What follows belongs to an exercise in optimizing a design on an open flow for small area, a short achievable clock period and few clock cycles; a production flow would make more cautious choices.
Function was checked by simulation only, so behaviour that the tests miss may differ from the original.
Power figures rest on the tool's default switching activity, not on a simulated workload.

==> inputs of run a <==
==> flow/design.v <==
package xm_bus_pkg;
	localparam int word_bits = 16;
	localparam int byte_lanes = word_bits / 8;
	typedef enum logic {
		op_read,
		op_write
	} xm_op_e;
	typedef enum logic {
		size_byte,
		size_word
	} xm_size_e;
	typedef enum logic [1:0] {
		st_idle,
		st_read,
		st_write
	} bus_state_e;
	typedef struct packed {
		logic rd_en;
		logic wr_en;
		logic [word_bits-1:0] addr;
		logic [word_bits-1:0] wr_data;
		logic [byte_lanes-1:0] byte_en;
	} bus_req_t;
	typedef struct packed {
		logic done;  
		logic [word_bits-1:0] rd_data;  
	} bus_rsp_t;
endpackage
`timescale 1ns/1ps
module xm_bus_top #(
	parameter int WAIT_STATES = 2,
	parameter int TIMEOUT_CYCLES = 8,
	parameter int MEM_WORDS = 256
) (
	input logic clk,
	input logic reset,
	input logic en,
	input logic op,
	input logic size,
	input logic [15:0] addr,
	input logic [15:0] wr_data,
	output logic ready,
	output logic bad_addr,
	output logic rd_err,
	output logic wr_err,
	output logic [15:0] rd_data
);
	logic [15:0] mem [256];
	logic in_range;
	logic accept;
	logic wr_lo;
	logic wr_hi;
	assign ready = 1'b1;
	assign bad_addr = size & addr[0];
	req_ctl ctl_i (
		.reset(reset), .en(en), .op(op), .size(size), .addr_hi(addr[15:9]), .a0(addr[0]),
		.in_range(in_range), .accept(accept), .wr_lo(wr_lo), .wr_hi(wr_hi)
	);
	logic [1:0] err_d;
	hold_mux #(.W(2)) err_mux_i (
		.load(accept | reset),
		.d({op & !in_range & !reset, !op & !in_range & !reset}),
		.q({wr_err, rd_err}),
		.y(err_d)
	);
	always_ff @(posedge clk) begin
		rd_err <= err_d[0];
		wr_err <= err_d[1];
	end
	logic [7:0] hi_data;
	logic [255:0] we_lo;
	logic [255:0] we_hi;
	assign hi_data = size ? wr_data[15:8] : wr_data[7:0];
	wr_decode wr_dec_i (.a(addr[8:1]), .wr_lo(wr_lo), .wr_hi(wr_hi), .we_lo(we_lo), .we_hi(we_hi));
	always_ff @(posedge clk) begin
		for (int w = 0; w < 256; w++) begin
			if (we_lo[w])
				mem[w][7:0] <= wr_data[7:0];
			if (we_hi[w])
				mem[w][15:8] <= hi_data;
		end
	end
	logic [255:0] rsel;
	logic [15:0] word;
	rd_decode rd_dec_i (.a(addr[8:1]), .sel(rsel));
	for (genvar b = 0; b < 16; b++) begin : g_rd
		logic [255:0] col;
		for (genvar w = 0; w < 256; w++) begin : g_col
			assign col[w] = mem[w][b];
		end
		rd_tree tree_i (.d(col), .s(rsel), .y(word[b]));
	end
	logic [15:0] word_q;
	logic sel_lo_q;
	logic sel_hi_q;
	logic size_q;
	logic [18:0] rd_d;
	hold_mux #(.W(19)) rd_mux_i (
		.load(accept & !op),
		.d({size, addr[0], !addr[0], word}),
		.q({size_q, sel_hi_q, sel_lo_q, word_q}),
		.y(rd_d)
	);
	always_ff @(posedge clk) begin
		{size_q, sel_hi_q, sel_lo_q, word_q} <= rd_d;
	end
	assign rd_data[7:0] = (word_q[7:0] & {8{sel_lo_q}}) | (word_q[15:8] & {8{sel_hi_q}});
	assign rd_data[15:8] = word_q[15:8] & {8{size_q}};
endmodule
module req_ctl (
	input logic reset,
	input logic en,
	input logic op,
	input logic size,
	input logic [6:0] addr_hi,
	input logic a0,
	output logic in_range,
	output logic accept,
	output logic wr_lo,
	output logic wr_hi
);
	logic wr_ok;
	assign in_range = ~|addr_hi;
	assign accept = en & !(size & a0) & !reset;
	assign wr_ok = en & op & !reset & in_range;
	assign wr_lo = wr_ok & !a0;
	assign wr_hi = wr_ok & (size ^ a0);
endmodule
module hold_mux #(
	parameter int W = 1
) (
	input logic load,
	input logic [W-1:0] d,
	input logic [W-1:0] q,
	output logic [W-1:0] y
);
	assign y = load ? d : q;
endmodule
module dec2 (
	input logic [1:0] a,
	output logic [3:0] y
);
	assign y[0] = !a[1] & !a[0];
	assign y[1] = !a[1] & a[0];
	assign y[2] = a[1] & !a[0];
	assign y[3] = a[1] & a[0];
endmodule
module dec4_n (
	input logic [3:0] a,
	input logic en,
	output logic [15:0] y_n
);
	logic [3:0] p0;
	logic [3:0] p1;
	dec2 p0_i (.a(a[1:0]), .y(p0));
	dec2 p1_i (.a(a[3:2]), .y(p1));
	for (genvar i = 0; i < 16; i++) begin : g_y
		nand3_g u (.a({en, p1[i / 4], p0[i % 4]}), .y(y_n[i]));
	end
endmodule
module dec4n (
	input logic [3:0] a,
	output logic [15:0] y_n
);
	logic [3:0] p0;
	logic [3:0] p1;
	dec2 p0_i (.a(a[1:0]), .y(p0));
	dec2 p1_i (.a(a[3:2]), .y(p1));
	for (genvar i = 0; i < 16; i++) begin : g_y
		nand2_g u (.a({p1[i / 4], p0[i % 4]}), .y(y_n[i]));
	end
endmodule
module rd_decode (
	input logic [7:0] a,
	output logic [255:0] sel
);
	logic [15:0] hi_n;
	logic [15:0] lo_n;
	dec4n hi_i (.a(a[7:4]), .y_n(hi_n));
	dec4n lo_i (.a(a[3:0]), .y_n(lo_n));
	for (genvar w = 0; w < 256; w++) begin : g_w
		nor2_g u (.a({hi_n[w / 16], lo_n[w % 16]}), .y_n(sel[w]));
	end
endmodule
module wr_decode (
	input logic [7:0] a,
	input logic wr_lo,
	input logic wr_hi,
	output logic [255:0] we_lo,
	output logic [255:0] we_hi
);
	logic [15:0] hi_n;
	logic [15:0] lo_l_n;
	logic [15:0] lo_h_n;
	dec4n hi_i (.a(a[7:4]), .y_n(hi_n));
	dec4_n lo_l_i (.a(a[3:0]), .en(wr_lo), .y_n(lo_l_n));
	dec4_n lo_h_i (.a(a[3:0]), .en(wr_hi), .y_n(lo_h_n));
	for (genvar w = 0; w < 256; w++) begin : g_w
		nor2_g ul (.a({hi_n[w / 16], lo_l_n[w % 16]}), .y_n(we_lo[w]));
		nor2_g uh (.a({hi_n[w / 16], lo_h_n[w % 16]}), .y_n(we_hi[w]));
	end
endmodule
module rd_tree (
	input logic [255:0] d,
	input logic [255:0] s,
	output logic y
);
	logic [255:0] l1_n;
	logic [63:0] l2;
	logic [31:0] l3_n;
	logic [7:0] l4;
	logic [3:0] l5_n;
	for (genvar i = 0; i < 256; i++) begin : g_l1
		nand2_g u (.a({d[i], s[i]}), .y(l1_n[i]));
	end
	for (genvar i = 0; i < 64; i++) begin : g_l2
		nand4_g u (.a(l1_n[4*i+3:4*i]), .y(l2[i]));
	end
	for (genvar i = 0; i < 32; i++) begin : g_l3
		nor2_g u (.a(l2[2*i+1:2*i]), .y_n(l3_n[i]));
	end
	for (genvar i = 0; i < 8; i++) begin : g_l4
		nand4_g u (.a(l3_n[4*i+3:4*i]), .y(l4[i]));
	end
	for (genvar i = 0; i < 4; i++) begin : g_l5
		nor2_g u (.a(l4[2*i+1:2*i]), .y_n(l5_n[i]));
	end
	nand4_g u_l6 (.a(l5_n), .y(y));
endmodule
module nand2_g (
	input logic [1:0] a,
	output logic y
);
	assign y = ~&a;
endmodule
module nand3_g (
	input logic [2:0] a,
	output logic y
);
	assign y = ~&a;
endmodule
module nand4_g (
	input logic [3:0] a,
	output logic y
);
	assign y = ~&a;
endmodule
module nor2_g (
	input logic [1:0] a,
	output logic y_n
);
	assign y_n = ~|a;
endmodule
==> flow/run.sh <==
#!/bin/bash
# synth_recipe.tcl (not shown) runs the flow's synth.tcl, then flattens the netlist and writes it again
# the make line also repeats each setting of config.mk as NAME=value (left out here)
make -C /OpenROAD-flow-scripts/flow DESIGN_CONFIG=/design/flow/config.mk WORK_HOME=/design/flow/orfs CLKGATE_MAP_FILE= SYNTH_SCRIPT=/design/flow/synth_recipe.tcl finish
==> flow/config.mk <==
export PLATFORM = sky130hd
export DESIGN_NAME = xm_bus_top
export DESIGN_NICKNAME = xm_bus_top
export VERILOG_FILES = /design/flow/design.v
export SDC_FILE = /design/flow/constraint.sdc
export NUM_CORES = 4
export LEC_CHECK = 0
export CAP_MARGIN = 20
export CORE_MARGIN = 2
export CORE_UTILIZATION = 45
export CTS_CLUSTER_DIAMETER = 100
export CTS_CLUSTER_SIZE = 25
export PLACE_DENSITY = 0.6
export SETUP_SLACK_MARGIN = 2.4
export SLEW_MARGIN = 20
export SYNTH_HIERARCHICAL = 1
export TNS_END_PERCENT = 20
==> flow/constraint.sdc <==
create_clock -name core_clock -period 5.0 [get_ports {clk}]
set_input_delay 1.0000 -clock core_clock [delete_from_list [all_inputs] [get_ports {clk}]]
set_output_delay 1.0000 -clock core_clock [all_outputs]
set_load 0.01 [all_outputs]
==> run b (differences from run a) <==
--- a/flow/design.v
+++ b/flow/design.v
@@ -93,10 +93,9 @@
 	logic [15:0] word_q;
-	logic sel_lo_q;
-	logic sel_hi_q;
+	logic a0_q;
 	logic size_q;
-	logic [18:0] rd_d;
-	hold_mux #(.W(19)) rd_mux_i (
+	logic [17:0] rd_d;
+	hold_mux #(.W(18)) rd_mux_i (
 		.load(accept & !op),
-		.d({size, addr[0], !addr[0], word}),
-		.q({size_q, sel_hi_q, sel_lo_q, word_q}),
+		.d({size, addr[0], word}),
+		.q({size_q, a0_q, word_q}),
 		.y(rd_d)
@@ -104,6 +103,6 @@
 	always_ff @(posedge clk) begin
-		{size_q, sel_hi_q, sel_lo_q, word_q} <= rd_d;
-	end
-	assign rd_data[7:0] = (word_q[7:0] & {8{sel_lo_q}}) | (word_q[15:8] & {8{sel_hi_q}});
-	assign rd_data[15:8] = word_q[15:8] & {8{size_q}};
+		{size_q, a0_q, word_q} <= rd_d;
+	end
+	assign rd_data[7:0] = a0_q ? word_q[15:8] : word_q[7:0];
+	assign rd_data[15:8] = size_q ? word_q[15:8] : 8'h00;
 endmodule
CORE_UTILIZATION = 55   (was 45)
PLACE_DENSITY = 0.66   (was 0.6)
SETUP_SLACK_MARGIN = 2.2   (was 2.4)
==> run notes <==
In via count, run b and run a hardly differ. Against run a, the non-clock buffer count of run b is lower by 22. Of run b and run a, run a has the higher flip-flop and latch count (gap 1). Of run b and run a, run a has the higher critical path depth (gap 6). Against run b, the clock skew of run a is higher by 4.9 ps. In run b the power is lower than in run a, by 0.51%. Synthesized cell count is about the same in run a and run b. Of run a and run b, run a has the higher die area (gap about 22%, measured against run b).
Testbench counts of run a, summed over its fixed seeds: cycles 12,008.
Testbench counts of run b, summed over its fixed seeds: cycles 12,008.

-- static timing again, ports no longer ideal --
How much do the figures lean on ideal ports? The routed layouts below were timed once more, with nothing changed but the port constraints. Step 1 assumes that a clkbuf_16 drives the clock port and a buf_2 every other input. Step 2 adds t to the input delays and takes it off the output delays; t is the mean of the earliest and latest rising clock arrival at the registers after step 1. Input paths then give back, and output paths get back, about the clock's delay inside the block. a / b / c = ideal / step 1 / step 2; a / b = the first two.
| run | t, ns | setup slack, ns | worst hold slack (ns) | worst setup path after step 2 | slew at the worst register clock pin (ns) |
|---|---|---|---|---|---|
| run a | 1.030 | 2.023 / 1.894 / 0.864 | 0.372 / 0.293 / 0.511 | input to register | 0.11 / 0.11 |
| run b | 1.002 | 1.910 / 1.881 / 0.879 | 0.462 / 0.408 / 0.496 | input to register | 0.11 / 0.11 |
After both steps every run listed still meets setup and hold. For run a, which loses most, drivers alone change the setup slack by -0.129 ns; drivers and shift together by -1.159 ns.
